This is an optimization exercise on Yosys and OpenROAD, whose aim is small area, not a production implementation.
No run shown here included a check of the RTL's function; only the layout flow was run.
Power figures rest on the tool's default switching activity, not on a simulated workload.

File: flow/run.sh
#!/bin/bash
# synth_recipe.tcl (not shown) runs the flow's synth.tcl, then flattens the netlist and writes it again
# the make line also repeats each setting of config.mk as NAME=value (left out here)
make -C /OpenROAD-flow-scripts/flow DESIGN_CONFIG=/design/flow/config.mk WORK_HOME=/design/flow/orfs CLKGATE_MAP_FILE= SYNTH_SCRIPT=/design/flow/synth_recipe.tcl finish
File: flow/config.mk
export PLATFORM = sky130hd
export DESIGN_NAME = csr_unit
export DESIGN_NICKNAME = csr_unit
export VERILOG_FILES = /design/flow/design.v
export SDC_FILE = /design/flow/constraint.sdc
export NUM_CORES = 4
export LEC_CHECK = 0
export CAP_MARGIN = 20
export CORE_MARGIN = 2
export CORE_UTILIZATION = 40
export CTS_BUF_LIST = sky130_fd_sc_hd__clkbuf_8
export SLEW_MARGIN = 20
export SYNTH_HIERARCHICAL = 1
File: flow/constraint.sdc
create_clock -name core_clock -period 7.0 [get_ports {clk}]
set_input_delay 1.4000 -clock core_clock [delete_from_list [all_inputs] [get_ports {clk}]]
set_output_delay 1.4000 -clock core_clock [all_outputs]
set_load 0.01 [all_outputs]
File: flow/design.v
module csr_op_decode (
    input  logic        reset,
    input  logic        csr_write_enable,
    input  logic [2:0]  func3,
    input  logic [4:0]  csr_immediate,
    input  logic [11:0] csr_address,
    input  logic [31:0] csr_data_in,
    input  logic [31:0] old_value,
    input  logic        time_tick,
    input  logic        instr_retired,
    output logic [31:0] new_value,
    output logic [2:0]  load_lo,         
    output logic [2:0]  load_hi,
    output logic [2:0]  count_enable,
    output logic        load_mtvec,
    output logic        load_mscratch,
    output logic        load_mepc,
    output logic        load_mcause,
    output logic        load_mtval
);
    logic [11:0] a;
    logic [31:0] operand;
    logic [31:0] op_value;
    logic        we;
    logic        cnt_m;
    logic [2:0]  w_lo, w_hi;
    assign a = csr_address;
    logic use_imm, use_reg, mode_set, mode_clr;
    assign use_imm  =  func3[2] & ~reset;
    assign use_reg  = ~func3[2] & ~reset;
    assign mode_set =  func3[1] & ~func3[0] & ~reset;
    assign mode_clr =  func3[1] &  func3[0] & ~reset;
    assign operand = ({32{use_reg}} & csr_data_in) | {27'd0, {5{use_imm}} & csr_immediate};
    assign op_value  = mode_clr ? (old_value & ~operand) :
                       (operand | ({32{mode_set}} & old_value));
    assign new_value = op_value;
    assign we = csr_write_enable && (func3[1:0] != 2'b00);
    assign cnt_m = we && (a[11:8] == 4'hB) && (a[6:2] == 5'd0);
    for (genvar i = 0; i < 3; i++) begin : g_cnt
        assign w_lo[i] = cnt_m && (a[1:0] == i) && !a[7];
        assign w_hi[i] = cnt_m && (a[1:0] == i) &&  a[7];
    end
    assign load_lo = w_lo | {3{reset}};
    assign load_hi = w_hi | {3{reset}};
    assign count_enable = {instr_retired, time_tick, 1'b1} & ~(w_lo | w_hi);
    logic trap_w;
    assign trap_w = we && (a[11:3] == 9'h068);
    assign load_mscratch = reset || (trap_w && (a[2:0] == 3'd0));
    assign load_mepc     = reset || (trap_w && (a[2:0] == 3'd1));
    assign load_mcause   = reset || (trap_w && (a[2:0] == 3'd2));
    assign load_mtval    = reset || (trap_w && (a[2:0] == 3'd3));
    assign load_mtvec    = reset || (we && (a == 12'h305));
endmodule
module csr_counter (
    input  logic [63:0] value,
    input  logic        count_enable,
    input  logic        load_lo,
    input  logic        load_hi,
    input  logic [31:0] new_value,
    output logic [63:0] next
);
    logic [63:0] inc;
    logic [7:0]  group_ones;
    logic [8:0]  group_carry;
    assign group_carry[0] = count_enable;
    for (genvar k = 0; k < 8; k++) begin : g_group
        logic [8:0] carry;
        assign group_ones[k]    = &value[8*k+7:8*k];
        assign group_carry[k+1] = group_carry[k] & group_ones[k];
        assign carry[0]         = group_carry[k];
        for (genvar i = 0; i < 8; i++) begin : g_bit
            assign inc[8*k+i]  = value[8*k+i] ^ carry[i];
            assign carry[i+1]  = value[8*k+i] & carry[i];
        end
    end
    assign next[31:0]  = load_lo ? new_value : inc[31:0];
    assign next[63:32] = load_hi ? new_value : inc[63:32];
endmodule
module csr_read_mux (
    input  logic [11:0]  csr_address,
    input  logic [63:0]  cycle,
    input  logic [63:0]  time_count,
    input  logic [63:0]  instret,
    input  logic [31:0]  mtvec,
    input  logic [31:0]  mscratch,
    input  logic [31:2]  mepc,
    input  logic [31:0]  mcause,
    input  logic [31:0]  mtval,
    input  logic [31:0]  mip,
    output logic [31:0]  read_data
);
    logic [11:0] a;
    assign a = csr_address;
    logic cnt_any, cnt_hi;
    assign cnt_any = ((a[11:8] == 4'hB) || (a[11:8] == 4'hC)) && (a[6:2] == 5'd0);
    assign cnt_hi  = a[7];
    logic r_cyc, r_tim, r_ins;
    assign r_cyc = cnt_any && (a[1:0] == 2'd0);
    assign r_tim = cnt_any && (a[1:0] == 2'd1);
    assign r_ins = cnt_any && (a[1:0] == 2'd2);
    logic trap_blk;
    assign trap_blk = (a[11:3] == 9'h068);
    logic r_mscratch, r_mepc, r_mcause, r_mtval, r_mip, r_mtvec;
    assign r_mscratch = trap_blk && (a[2:0] == 3'd0);
    assign r_mepc     = trap_blk && (a[2:0] == 3'd1);
    assign r_mcause   = trap_blk && (a[2:0] == 3'd2);
    assign r_mtval    = trap_blk && (a[2:0] == 3'd3);
    assign r_mip      = trap_blk && (a[2:0] == 3'd4);
    assign r_mtvec    = (a == 12'h305);
    logic r_misa, r_marchid, r_mimpid;
    assign r_misa    = (a == 12'h301);
    assign r_marchid = (a == 12'hF12);
    assign r_mimpid  = (a == 12'hF13);
    assign read_data =
          ({32{r_cyc & ~cnt_hi}} & cycle[31:0])
        | ({32{r_cyc &  cnt_hi}} & cycle[63:32])
        | ({32{r_tim & ~cnt_hi}} & time_count[31:0])
        | ({32{r_tim &  cnt_hi}} & time_count[63:32])
        | ({32{r_ins & ~cnt_hi}} & instret[31:0])
        | ({32{r_ins &  cnt_hi}} & instret[63:32])
        | ({32{r_mtvec}}    & mtvec)
        | ({32{r_mscratch}} & mscratch)
        | ({32{r_mepc}}     & {mepc, 2'b00})
        | ({32{r_mcause}}   & mcause)
        | ({32{r_mtval}}    & mtval)
        | ({32{r_mip}}      & mip)
        | ({32{r_misa}}     & 32'h4000_0100)
        | ({32{r_marchid}}  & 32'h0000_2EF8)
        | ({32{r_mimpid}}   & 32'h0000_0001);
endmodule
module csr_unit (
    input  logic        clk,
    input  logic        reset,
    input  logic        csr_write_enable,
    input  logic [2:0]  func3,
    input  logic [4:0]  csr_immediate,
    input  logic [11:0] csr_address,
    input  logic [31:0] csr_data_in,
    input  logic        interruption_request_external,
    input  logic        interruption_request_timer,
    input  logic        interruption_request_software,
    input  logic [15:0] interruption_request_fast,
    input  logic        time_tick,
    input  logic        instr_retired,
    output logic [31:0] csr_data_out
);
    logic [63:0] cycle, time_count, instret;
    logic [31:0] mtvec, mscratch, mcause, mtval;
    logic [31:2] mepc;                   
    logic [15:0] mip_fast;
    logic        mip_meip, mip_mtip, mip_msip;
    logic [31:0] mip;
    logic [31:0] old_value;
    logic [31:0] new_value;
    logic [2:0]  load_lo, load_hi, count_enable;
    logic        load_mtvec, load_mscratch, load_mepc, load_mcause, load_mtval;
    logic [63:0] cycle_next, time_next, instret_next;
    assign mip = {mip_fast, 4'b0000, mip_meip, 3'b000, mip_mtip, 3'b000, mip_msip, 3'b000};
    csr_read_mux i_csr_read_mux (
        .csr_address (csr_address),
        .cycle       (cycle),
        .time_count  (time_count),
        .instret     (instret),
        .mtvec       (mtvec),
        .mscratch    (mscratch),
        .mepc        (mepc),
        .mcause      (mcause),
        .mtval       (mtval),
        .mip         (mip),
        .read_data   (old_value)
    );
    assign csr_data_out = old_value;
    csr_op_decode i_csr_op_decode (
        .reset            (reset),
        .csr_write_enable (csr_write_enable),
        .func3            (func3),
        .csr_immediate    (csr_immediate),
        .csr_address      (csr_address),
        .csr_data_in      (csr_data_in),
        .old_value        (old_value),
        .time_tick        (time_tick),
        .instr_retired    (instr_retired),
        .new_value        (new_value),
        .load_lo          (load_lo),
        .load_hi          (load_hi),
        .count_enable     (count_enable),
        .load_mtvec       (load_mtvec),
        .load_mscratch    (load_mscratch),
        .load_mepc        (load_mepc),
        .load_mcause      (load_mcause),
        .load_mtval       (load_mtval)
    );
    csr_counter i_cycle_next (
        .value (cycle), .count_enable (count_enable[0]),
        .load_lo (load_lo[0]), .load_hi (load_hi[0]),
        .new_value (new_value), .next (cycle_next)
    );
    csr_counter i_time_next (
        .value (time_count), .count_enable (count_enable[1]),
        .load_lo (load_lo[1]), .load_hi (load_hi[1]),
        .new_value (new_value), .next (time_next)
    );
    csr_counter i_instret_next (
        .value (instret), .count_enable (count_enable[2]),
        .load_lo (load_lo[2]), .load_hi (load_hi[2]),
        .new_value (new_value), .next (instret_next)
    );
    always_ff @(posedge clk) begin
        cycle   <= cycle_next;
        time_count <= time_next;
        instret <= instret_next;
    end
    always_ff @(posedge clk) begin
        if (load_mtvec)    mtvec    <= new_value;
        if (load_mscratch) mscratch <= new_value;
        if (load_mepc)     mepc     <= new_value[31:2];
        if (load_mcause)   mcause   <= new_value;
        if (load_mtval)    mtval    <= new_value;
    end
    always_ff @(posedge clk) begin
        if (reset) begin
            mip_fast <= '0;
            mip_meip <= 1'b0;
            mip_mtip <= 1'b0;
            mip_msip <= 1'b0;
        end else begin
            mip_fast <= interruption_request_fast;
            mip_meip <= interruption_request_external;
            mip_mtip <= interruption_request_timer;
            mip_msip <= interruption_request_software;
        end
    end
endmodule
==> results of run 1 <==
power by group:
group | internal (mW) | leakage, nW | total [mW] | switching (mW)
clock network | 1.04 | 0.712 | 1.93 | 0.885
registers | 2.40 | 3.24 | 2.49 | 0.0887
logic | 0.183 | 4.89 | 0.406 | 0.223
total | 3.62 | 8.84 | 4.82 | 1.20
cell usage after synthesis, types with 8 or more instances:
library cell	instances	area share
nor2b_1	16	0.0055
nor4_1	11	0.0038
o22ai_1	10	0.0034
a221oi_1	20	0.0096
and2b_1	8	0.0033
nor3_1	11	0.0030
a222oi_1	25	0.014
xnor2_1	24	0.011
edfxtp_1	158	0.26
or2_2	8	0.0027
o2111ai_1	12	0.0057
nand2_1	102	0.021
a22oi_1	30	0.012
clkbuf_1	19	0.0039
nand4_1	45	0.015
a21oi_1	24	0.0066
nor2_1	36	0.0074
inv_1	9	0.0018
a22o_1	14	0.0067
ha_1	168	0.11
o21ai_0	31	0.0085
buf_2	55	0.015
mux2_2	182	0.11
mux2i_1	93	0.051
dfxtp_1	211	0.23
nand3_1	23	0.0063
worst max-delay path, stage by stage:
cell             delay, ps
clkdlybuf4s50_1        840
or4b_1                 700
nor4_4                 270
and2_1                 620
a22oi_1                220
o2111ai_1              300
clkdlybuf4s50_1        640
area by class of cell:
class	count	area [um2]	share of cell area
multi-input cells	1033	8970	0.420
diodes	1	2.50	0.000117
flip-flops and latches	369	8970	0.419
repair buffers	152	1400	0.0654
well taps	600	751	0.0351
inverters	9	33.8	0.00158
clock buffers	75	1030	0.0483
clock inverters	40	225	0.0105
sequential cells by signal (all words and copies together), names as in the netlist:
signal      flops
mip_mtip        1
mepc           30
time_count     64
mip_meip        1
mscratch       32
mcause         32
mtval          32
instret        64
mip_msip        1
mtvec          32
cycle          64
mip_fast       16
logic make-up (layout without fill, tap and decap cells):
group / Yosys count / in the layout
adders and majority gates: 168 / 168
and+or+nand+nor: 326 / 326
other: 1 / 14
buffers and inverters: 97 / 276
muxes: 275 / 275
AOI/OAI and AO/OA: 227 / 227
xor gates and xnor gates: 24 / 24
DFF: 369 / 369
modules after synthesis (local to each module, per instance):
module         flip-flops and latches  area (um2)  times used
csr_unit                          369        9110           1
csr_read_mux                        0        3220           1
csr_counter                         0        1690           3
csr_op_decode                       0         953           1
metal layers:
metal | vias to the layer above | track usage | wire length (um)
li1 | 6040 | - | -
met1 | 6471 | 0.323 | 24700
met2 | 525 | 0.369 | 25400
met3 | 107 | 0.0536 | 4730
met4 | 2 | 0.0764 | 1640
met5 | - | 0 | 9
through the flow:
step / area, um2 / hold WS (ps) / power, mW / instances
finish: 21400 / 564 / 4.82 / 2279
global route: 21400 / 588 / 5.00 / 2278
CTS: 21400 / 561 / 4.85 / 2277
detailed placement: 20100 / 542 / 2.93 / 2162
global placement: 20100 / 535 / 2.92 / 2161
floorplan: 18400 / 515 / 2.75 / 1499
path summary, 6_finish.rpt:
path                        from               end  slack [ps]
setup / recovery  csr_address[6]  csr_data_out[11]         600
setup reg to reg       cycle[10]         cycle[62]        3400
hold reg to reg   time_count[63]    time_count[63]         560
hold / removal    time_count[63]    time_count[63]         560
==> out/results.ini, run 1 <==
[yosys]
ys_ff_latch = 369
async_flop_share = 0
yosys.area_share.simple = 0.0993
synth_xor_area_frac = 0.0115
syn_area_um2 = 18300
ys_seq_area_frac = 0.489
synth_compound_area_frac = 0.0962
syn_avg_cell_area_um2 = 12.3
synth_cell_type_count = 78
synth_top_family_by_area = multiplexers
synth_top_flop_cell = dfxtp_1
synth_cells = 1487
synth_mux_area_frac = 0.163
synthAdderAreaFrac = 0.115
synth-warning-count = 7
synth-edff-count = 158

[sta]
worst_slack_ps = 602
finalCritPeriodShare = 0.914
setup-tns-final_ps = 0
relSlewSlack = 0.217
setup_viol = 0
hold_viol_final = 0
fmax_ghz = 0.156
tightest_slew_ps = 1140
fin_skew_ps = 30.1
finalMaxSlewViolations = 0
rsz0062_at_grt = no
period_needed_ps = 6400

[routing]
avgRoutedWirePerCell_um = 24.8
drt-total-wl_mm = 56.5
via_count = 13100
drt_pass1_iterations = 9
drt_iter0_markers = 1240
via_per_inst = 5.77
ant_nets = 0
drc = 0

[power]
irDropWorstVdd_mv = 0.141
p_leak_nw = 8.84
power_density_nw_per_um2 = 225

[die]
core_area_um2 = 45300
io-pin-count = 108
start_util = 0.405
row_count = 78
dieWidth_um = 218
die_h_um = 218
die-area_um2 = 47600

[clock_tree]
postCtsSetupBuffers = 0
clkTransAtPathRegs_ps = 60
clk_path_buf_depth = 3
cts_buffers = 61
cts.sinks = 369
post_cts_resize_count = 0
cts-root-buf = clkbuf_8
h-tree-depth = 2
hold_buffers = 0
insertion_delay_ps = 650
cts_tree = yes

[flow_run]
drv_cap = 0

[grt]
antenna_found_initial = 2
grt_pass1_wl_mm = 83.0
grt_max_degree = 38
gr-total-overflow = 0
grt_pass1_vias = 13000
track_usage = 0.236

[setup_path]
cp_max_fo = 15
arrival_ps = 5000
required_ps = 5600
critical_path_class = input pin to output port
rr_worst_depth = 11
endpoint_kind = output port
startpoint_type = input pin

[placed_design]
dp_hpwl_mm = 40.8
port_buffers = 107
dp_slack_ps = 676
gp_congestion = 0.902

[layout]
nNetsFinal = 1870
final_cell_mix = dfxtp_1 (211), mux2_2 (182), ha_1 (168), edfxtp_1 (158), clkdlybuf4s50_1 (105)
final_common_cell = dfxtp_1
utilization = 0.472
area_growth_pct = 16.6
drive_above_1_share = 0.218
fillers = 4150

[outcome]
status = complete, no violations

[hold_path]
holdPathStages = 2
min-delay-path-class = flop to flop

==> run 2: changes to the inputs <==
--- a/flow/config.mk
+++ b/flow/config.mk
@@ -9,5 +9,5 @@
 export CORE_MARGIN = 2
 export CORE_UTILIZATION = 40
-export CTS_BUF_LIST = sky130_fd_sc_hd__clkbuf_8
+export CTS_BUF_LIST = sky130_fd_sc_hd__clkbuf_4
 export SLEW_MARGIN = 20
 export SYNTH_HIERARCHICAL = 1
==> out/results.ini, run 2 <==
[yosys]
synth-warning-count = 7  ; unchanged
ys_ff_latch = 369  ; unchanged
synth_top_flop_cell = dfxtp_1
synth_cells = 1487  ; unchanged
synth_common_cells = dfxtp_1 (211), mux2_2 (182), ha_1 (168)
syn_area_um2 = 18300  ; unchanged
ys_top_cells_by_area = edfxtp_1 (26%), dfxtp_1 (23%), ha_1 (11%)
synth_cell_type_count = 78  ; unchanged
ys_seq_area_frac = 0.489  ; unchanged
async_flop_share = 0  ; unchanged
synth-edff-count = 158  ; unchanged
syn_avg_cell_area_um2 = 12.3  ; unchanged
synth_top_area_frac = 0.259  ; unchanged
yosysMostFrequentCell = dfxtp_1
yosys.area.top_type = edfxtp_1

[clock_tree]
hold_buffers = 0  ; unchanged
clkTransAtPathRegs_ps = 60  ; about the same
cts_buffers = 98  ; +61%
h-tree-depth = 3  ; +1
cts.sinks = 369  ; unchanged
cts_tree = yes
postCtsSetupBuffers = 0  ; unchanged
clk_path_buf_depth = 3  ; unchanged
post_cts_resize_count = 0  ; unchanged
cts-root-buf = clkbuf_4
insertion_delay_ps = 870  ; +220 ps

[placed_design]
gp_congestion = 0.902  ; unchanged
port_buffers = 107  ; unchanged
dp_hpwl_mm = 40.8  ; unchanged

[sta]
setup_viol = 0  ; unchanged
tightest_slew_ps = 1140  ; +0.694 ps
hold_viol_final = 0  ; unchanged
rsz0062_at_grt = no
finalMaxSlewViolations = 0  ; unchanged
fin_skew_ps = 87.2  ; +57.1 ps
fmax_ghz = 0.156  ; about the same
finalCritPeriodShare = 0.913  ; about the same
setup-tns-final_ps = 0  ; unchanged
period_needed_ps = 6390  ; -3.72 ps
relSlewSlack = 0.238  ; +0.0213

[setup_path]
critical_path_class = input pin to output port
slowest_delay_ps = 830  ; about the same
critPathTopFamily = simple AND/OR/NAND/NOR gates
required_ps = 5600  ; about the same
startpoint_type = input pin
slowest_stage = clkdlybuf4s50_1
critPathBufInv = 2  ; unchanged
endpoint_kind = output port
crit_chain = clkdlybuf4s50_1 -> or4b_1 -> nor4_4 -> and2_1 -> a22oi_1 -> o2111ai_1 -> clkdlybuf4s50_1
cp_max_fo = 15  ; unchanged
arrival_ps = 4990  ; about the same
crit_top_cell = clkdlybuf4s50_1

[routing]
via_count = 13400  ; +1.9%
via_per_inst = 5.73  ; -0.71%
avgRoutedWirePerCell_um = 24.3  ; -1.9%
drt_pass1_iterations = 18  ; +9
ant_nets = 0  ; unchanged
drt-total-wl_mm = 56.9  ; +0.76%
drt_iter0_markers = 1329  ; +7.2%
drc = 0  ; unchanged

[grt]
grt_pass1_vias = 13300  ; +2.5%
track_usage = 0.240  ; +0.00399
gr-total-overflow = 0  ; unchanged
grt_max_degree = 38  ; unchanged
antenna_found_initial = 3  ; +1
grt_pass1_wl_mm = 83.9  ; +1.1%

[power]
total_power_mw = 4.81  ; -0.25%
irDropWorstVdd_mv = 0.106  ; -24%
power_density_nw_per_um2 = 225  ; -0.32%
p_leak_nw = 8.88  ; +0.43%

[die]
row_count = 78  ; unchanged
die_h_um = 218  ; unchanged
die-area_um2 = 47600  ; unchanged
core_area_um2 = 45300  ; unchanged
io-pin-count = 108  ; unchanged
start_util = 0.405  ; unchanged
dieWidth_um = 218  ; unchanged

[flow_run]
drv_cap = 0  ; unchanged

[outcome]
status = complete, no violations

[layout]
nNetsFinal = 1907  ; +2.0%
final_cell_mix = dfxtp_1 (211), mux2_2 (182), ha_1 (168), edfxtp_1 (158), clkbuf_4 (148)
reg.largest.list = cycle: 64 flops, instret: 64 flops, time_count: 64 flops
area_growth_pct = 16.7  ; about the same
drive_above_1_share = 0.250  ; +0.0320
final_common_cell = dfxtp_1

[hold_path]
min-delay-path-class = flop to flop

[run 2: changes by cell type in the layout (fill, tap and decap cells not counted)]
cell and change:
a31o_2 -1, clkbuf_4 +147, clkinv_4 +1, clkinv_2 -5, a31o_4 +1, clkinv_1 +9, bufinv_16 -1, inv_2 +1
inv_1 -17, clkbuf_8 -75, clkinvlp_4 +1
[run 2: worst reg2reg max path: cells and delay by family (launching register included)]
| kind | cells | cell delay, ps |
|---|---|---|
| mux | 1 | 250 |
| simple gates | 3 | 1520 |
| flops | 1 | 360 |
| fa+ha+maj | 7 | 1330 |
[run 2: metrics by stage]
stage                     setup slack [ps]  hold WS (ps)  std cells  instance area [um2]   util
after floorplan                       2690           515       1499                18400      -
after global placement                 792           535       2161                20100  0.443
after detailed placement               676           542       2162                20100  0.444
after CTS                              670           561       2338                21400  0.472
after global routing                   515           589       2340                21400  0.473
final                                  606           565       2340                21400  0.473
[run 2: final cells by class]
type                    count  area, um2
inverters                   9       33.8
flip-flops and latches    369       8970
clock inverters            29        160
diodes                      1       2.50
well taps                 600        751
multi-input cells        1033       8980
clock buffers             147       1100
repair buffers            152       1400
fillers                  4223      23900
[run 2: cells by family (layout without fill, tap and decap cells)]
family	Yosys count	in the layout	synth area share
AOI/OAI and AO/OA	227	227	0.0962
buffers and inverters	97	337	0.0265
adders and majority gates	168	168	0.115
muxes	275	275	0.163
xor gates and xnor gates	24	24	0.0115
and+or+nand+nor	326	326	0.0993
other	1	14	0.000205
DFF	369	369	0.489
[run 2: per-layer routing]
layer  vias up  track usage  wire, um
li1       6161            -         -
met1      6578        0.321     24700
met2       559        0.372     25600
met3        99       0.0621      4920
met4         4       0.0905      1670
met5         -            0        23
[run 2: final timing paths]
check | startpoint | endpoint | slack (ps) | cells after the start
setup / recovery | csr_address[6] | csr_data_out[11] | 610 | 7
setup reg to reg | cycle[10] | cycle[62] | 3410 | 11
hold reg to reg | cycle[55] | cycle[55] | 570 | 2
hold / removal | cycle[55] | cycle[55] | 570 | 2
[run 2: power breakdown]
part / leakage [nW] / internal, mW / switching (mW) / total [mW]
registers: 3.24 / 2.40 / 0.0891 / 2.48
clock network: 0.747 / 0.998 / 0.916 / 1.91
logic: 4.89 / 0.183 / 0.224 / 0.407
total: 8.88 / 3.58 / 1.23 / 4.81
[run 2: modules after synthesis, one instance, submodules excluded]
module / cell area (um2) / times used
csr_counter: 1690 / 3
csr_read_mux: 3220 / 1
csr_unit: 9110 / 1
csr_op_decode: 953 / 1
==> run 3: changes to the inputs <==
==> flow/flow/run.sh (new file) <==
#!/bin/bash
# Own layout flow: the standard layout (standard.sh) with
#  - abc run with an area-oriented script (flow/area.abc) in synthesis,
#  - ports buffered with a small buffer cell,
#  - CTS with small clock buffers.
# Every tool's output goes to a log file in this folder.
set -euo pipefail
W=$PWD
sed -e "s#SYNTH_SCRIPT=[^ ]*#SYNTH_SCRIPT=$W/flow/my_synth.tcl#" standard.sh > my_standard.sh
grep -q "my_synth.tcl" my_standard.sh
export MY_ABC_SCRIPT=$W/flow/area.abc
export BUFFER_PORTS_ARGS="-buffer_cell sky130_fd_sc_hd__buf_2"
bash my_standard.sh > flow_make.log 2>&1
==> flow/flow/area.abc (new file) <==
strash
ifraig
scorr
dc2
dch -f
&get -n
&nf -R 1000
&put
==> flow/flow/my_synth.tcl (new file) <==
# The standard synthesis (synth_recipe.tcl), with one change: abc maps the
# combinational logic with the script named by MY_ABC_SCRIPT instead of
# ORFS's speed script. Registers are mapped before abc runs, so they are the
# standard synthesis's registers.
proc synth {args} { yosys synth -nofsm -noshare {*}$args }
proc abc {args} {
  set i [lsearch -exact $args -script]
  if { $i >= 0 && [info exists ::env(MY_ABC_SCRIPT)] } {
    lset args [expr {$i + 1}] $::env(MY_ABC_SCRIPT)
  }
  yosys abc {*}$args
}
source $::env(SCRIPTS_DIR)/synth.tcl
# left out here: clear keep_hierarchy, flatten, clean up, hide names made inside functions, write 1_2_yosys.v
==> flow/standard.sh (new file) <==
#!/bin/bash
# synth_recipe.tcl (not shown) runs the flow's synth.tcl, then flattens the netlist and writes it again
# the make line also repeats each setting of config.mk as NAME=value (left out here)
make -C /OpenROAD-flow-scripts/flow DESIGN_CONFIG=/design/flow/config.mk WORK_HOME=/design/flow/orfs CLKGATE_MAP_FILE= SYNTH_SCRIPT=/design/flow/synth_recipe.tcl "${@:-finish}"
removed: flow/run.sh
==> out/results.ini, run 3 <==
[yosys]
synth_common_cells = dfxtp_1 (211), ha_1 (168), mux2_1 (168)
synth-warning-count = 7  ; unchanged
async_flop_share = 0  ; unchanged
yosys.area.top_type = edfxtp_1
ys_top_cells_by_area = edfxtp_1 (29%), dfxtp_1 (26%), ha_1 (13%)
synth_xor_area_frac = 0.0127  ; +0.00127
synth_compound_area_frac = 0.109  ; +0.0129
synth_top_area_frac = 0.287  ; +0.0287
syn_avg_cell_area_um2 = 13.0  ; +5.4%
synth_cells = 1270  ; -15%
ys_ff_latch = 369  ; unchanged
yosysMostFrequentCell = dfxtp_1
ys_seq_area_frac = 0.543  ; +0.0543
synth_top_flop_cell = dfxtp_1
synth_cell_type_count = 34  ; -56%
syn_area_um2 = 16500  ; -10%
synth_mux_area_frac = 0.115  ; -0.0479
synth_top_family_by_area = adder cells
yosys.area_share.simple = 0.0898  ; -0.00953
synth-edff-count = 158  ; unchanged
synthAdderAreaFrac = 0.127  ; +0.0127

[layout]
drive_above_1_share = 0.210  ; -0.0393
fillers = 3711  ; -12%
utilization = 0.481  ; +0.00843
area_growth_pct = 18.7
fin_cells = 2145  ; -8.3%
nNetsFinal = 1775  ; -6.9%
final_cell_mix = dfxtp_1 (211), mux2_1 (168), ha_1 (168), edfxtp_1 (158), clkbuf_4 (150)
reg.largest.list = cycle: 64 flops, instret: 64 flops, time_count: 64 flops
final_common_cell = dfxtp_1
fin_area_um2 = 19600  ; -8.4%

[routing]
ant_nets = 0  ; unchanged
drt_pass1_iterations = 7  ; -11
via_count = 12200  ; -9.1%
drt_iter0_markers = 990  ; -26%
via_per_inst = 5.68  ; -0.82%
avgRoutedWirePerCell_um = 22.6  ; -7.0%
drt-total-wl_mm = 48.5  ; -15%
drc = 0  ; unchanged

[sta]
hold_ws_ps = 553  ; -12.0 ps
relSlewSlack = 0.241  ; +0.00347
setup_viol = 0  ; unchanged
period_needed_ps = 5820  ; -577 ps
rsz0062_at_grt = no
fmax_ghz = 0.172  ; +9.9%
finalCritPeriodShare = 0.831  ; -0.0825
tightest_slew_ps = 1130  ; -17.1 ps
fin_skew_ps = 46.7  ; -40.5 ps
setup-tns-final_ps = 0  ; unchanged
finalMaxSlewViolations = 0  ; unchanged
hold_viol_final = 0  ; unchanged

[setup_path]
r2r_end = cycle[62]
critPathTopFamily = simple AND/OR/NAND/NOR gates
r2r-start = cycle[4]
crit_chain = buf_2 -> and4b_1 -> o21ai_0 -> nor4_1 -> nand2_1 -> nand2_1 -> nor3_1 -> nand2_1 -> nor3_1 -> nand2_1 -> nor3_1 -> clkinv_1 -> nor3_1 -> and2_0 -> ha_1 -> ha_1 -> ha_1 -> ha_1 -> ha_1 -> ha_1 -> ha_1 -> mux2_1
required_ps = 7580  ; +1980 ps
crit_top_cell = ha_1
rrSetupSlack_ps = 2240  ; -1170 ps
critical_path_class = input pin to flop
rr_worst_depth = 17  ; +6
critPathBufInv = 2  ; unchanged
cp_max_fo = 6  ; -9
startpoint_type = input pin
slowest_delay_ps = 660  ; -170 ps
arrival_ps = 6400  ; +1410 ps
slowest_stage = nor3_1
endpoint_kind = flop

[clock_tree]
cts.sinks = 369  ; unchanged
postCtsSetupBuffers = 0  ; unchanged
cts_buffers = 95  ; -3.1%
h-tree-depth = 3  ; unchanged
clkTransAtPathRegs_ps = 60  ; about the same
post_cts_resize_count = 0  ; unchanged
clk_path_buf_depth = 3  ; unchanged
cts_tree = yes
insertion_delay_ps = 740  ; -130 ps
cts-root-buf = clkbuf_4
hold_buffers = 0  ; unchanged

[die]
die_h_um = 207  ; -5.0%
row_count = 74  ; -5.1%
core_area_um2 = 40700  ; -10%
dieWidth_um = 207  ; -5.0%
io-pin-count = 108  ; unchanged
die-area_um2 = 42900  ; -9.8%
start_util = 0.405  ; about the same

[grt]
track_usage = 0.227  ; -0.0133
gr-total-overflow = 0  ; unchanged
antenna_found_initial = 2  ; -1
grt_pass1_vias = 12500  ; -6.3%
grt_pass1_wl_mm = 74.6  ; -11%
grt_max_degree = 37  ; -2.6%

[placed_design]
port_buffers = 107  ; unchanged
dp_hpwl_mm = 32.6  ; -20%
place_inst = 1965  ; -9.1%
post_dp_cell_area_um2 = 18200  ; -9.3%
gp_congestion = 0.817  ; -9.5%

[hold_path]
min_to = cycle[63]
min-delay-path-class = flop to flop
holdPathStages = 2  ; unchanged
hold_start = cycle[63]

[power]
power_density_nw_per_um2 = 241  ; +7.4%
irDropWorstVdd_mv = 0.114  ; +7.3%
p_leak_nw = 8.58  ; -3.4%

[outcome]
status = complete, no violations

[flow_run]
drv_cap = 0  ; unchanged

[run 3: cell count changes after synthesis, moves of 13 or more]
cell	delta
nand3_1	+33
buf_2	-55
clkbuf_1	-19
a222oi_1	+46
a21oi_1	-13
mux2_2	-182
mux2_1	+168
o21ai_0	+27
mux2i_1	-93
[run 3: Yosys stat by module (local to each module, per instance)]
| module | cell area, um2 | copies in the design |
|---|---|---|
| csr_unit | 9090 | 1 |
| csr_counter | 1620 | 3 |
| csr_op_decode | 676 | 1 |
| csr_read_mux | 1880 | 1 |
[run 3: layout make-up]
| type | count | area (um2) | area share |
|---|---|---|---|
| diodes | 1 | 2.50 | 0.000128 |
| repair buffers | 152 | 938 | 0.0479 |
| clock buffers | 150 | 1130 | 0.0575 |
| multi-input cells | 901 | 7640 | 0.390 |
| inverters | 12 | 45.0 | 0.00230 |
| well taps | 532 | 666 | 0.0340 |
| flip-flops and latches | 369 | 8970 | 0.458 |
| clock inverters | 28 | 205 | 0.0105 |
[run 3: logic make-up (layout without fill, tap and decap cells)]
| group | Yosys count | in the layout |
|---|---|---|
| AND/OR/NAND/NOR | 301 | 301 |
| buffers and inverters | 12 | 342 |
| XOR/XNOR | 24 | 24 |
| adder cells (fa/ha/maj) | 168 | 168 |
| flip-flops | 369 | 369 |
| multiplexers | 168 | 168 |
| other | 1 | 14 |
| AO/OA/AOI/OAI | 227 | 227 |
[run 3: worst max path at each step]
stage | to | slack, ps | start | cells past startpoint
3_3_place_gp | cycle[62] | 520 | csr_address[10] | 22
4_1_cts | cycle[62] | 1260 | csr_address[10] | 22
5_1_grt | cycle[62] | 1000 | csr_address[10] | 22
6_report | cycle[62] | 1180 | csr_address[10] | 22
3_5_place_dp | cycle[62] | 510 | csr_address[10] | 22
2_1_floorplan | csr_data_out[5] | 800 | csr_address[11] | 6
[run 3: tightest hold or removal path: cells and delay by family, from the launching register on]
kind            cells  cell delay, ps
xor+xnor            1             120
flops               1             320
compound gates      1              60
[run 3: report_power, final]
part           leakage, nW  switching (mW)  internal (mW)
clock network        0.793           0.887           1.09
logic                 4.55           0.157          0.108
registers             3.24          0.0896           2.40
total                 8.58            1.13           3.59
[run 3: through the flow]
step                total power, mW  setup WS (ps)
floorplan                      2.65            800
global placement               2.78            515
detailed placement             2.80            509
CTS                            4.78           1260
global route                   4.96            999
finish                         4.73           1180
[run 3: per-layer routing]
layer | part of all wire | track usage
met1 | 0.44 | 0.302
met2 | 0.48 | 0.378
met3 | 0.063 | 0.0403
met4 | 0.018 | 0.0633
met5 | 0 | 0

[separate check: timing with driven ports]
The results above use ideal ports. As a check the final layouts listed here were re-extracted and re-timed, cells and wires unchanged.
Step 1: set_driving_cell puts a clkbuf_16 on clk and a buf_2 on each other input, an assumption about the parent block.
Step 2 adds t to the input delays and takes it off the output delays; t is the mean of the earliest and latest rising clock arrival at the registers after step 1. Input paths then give back, and output paths get back, about the clock's delay inside the block.
Three values: ideal, step 1, step 2; two values: the first two.
run | shift t [ns] | setup slack, ns | hold slack, ns | latest minus earliest clock arrival (ns)
run 1 | 0.690 | 0.602 / 0.563 / 0.563 | 0.564 / 0.564 / 0.564 | 0.030 / 0.030
run 2 | 0.878 | 0.606 / 0.567 / 0.567 | 0.565 / 0.565 / 0.565 | 0.087 / 0.088
run 3 | 0.770 | 1.183 / 1.212 / 0.442 | 0.553 / 0.553 / 0.553 | 0.048 / 0.047
After both steps every run listed still meets setup and hold. The setup slack of run 3, which loses most, moves by +0.029 ns with the drivers and by -0.741 ns with both steps.
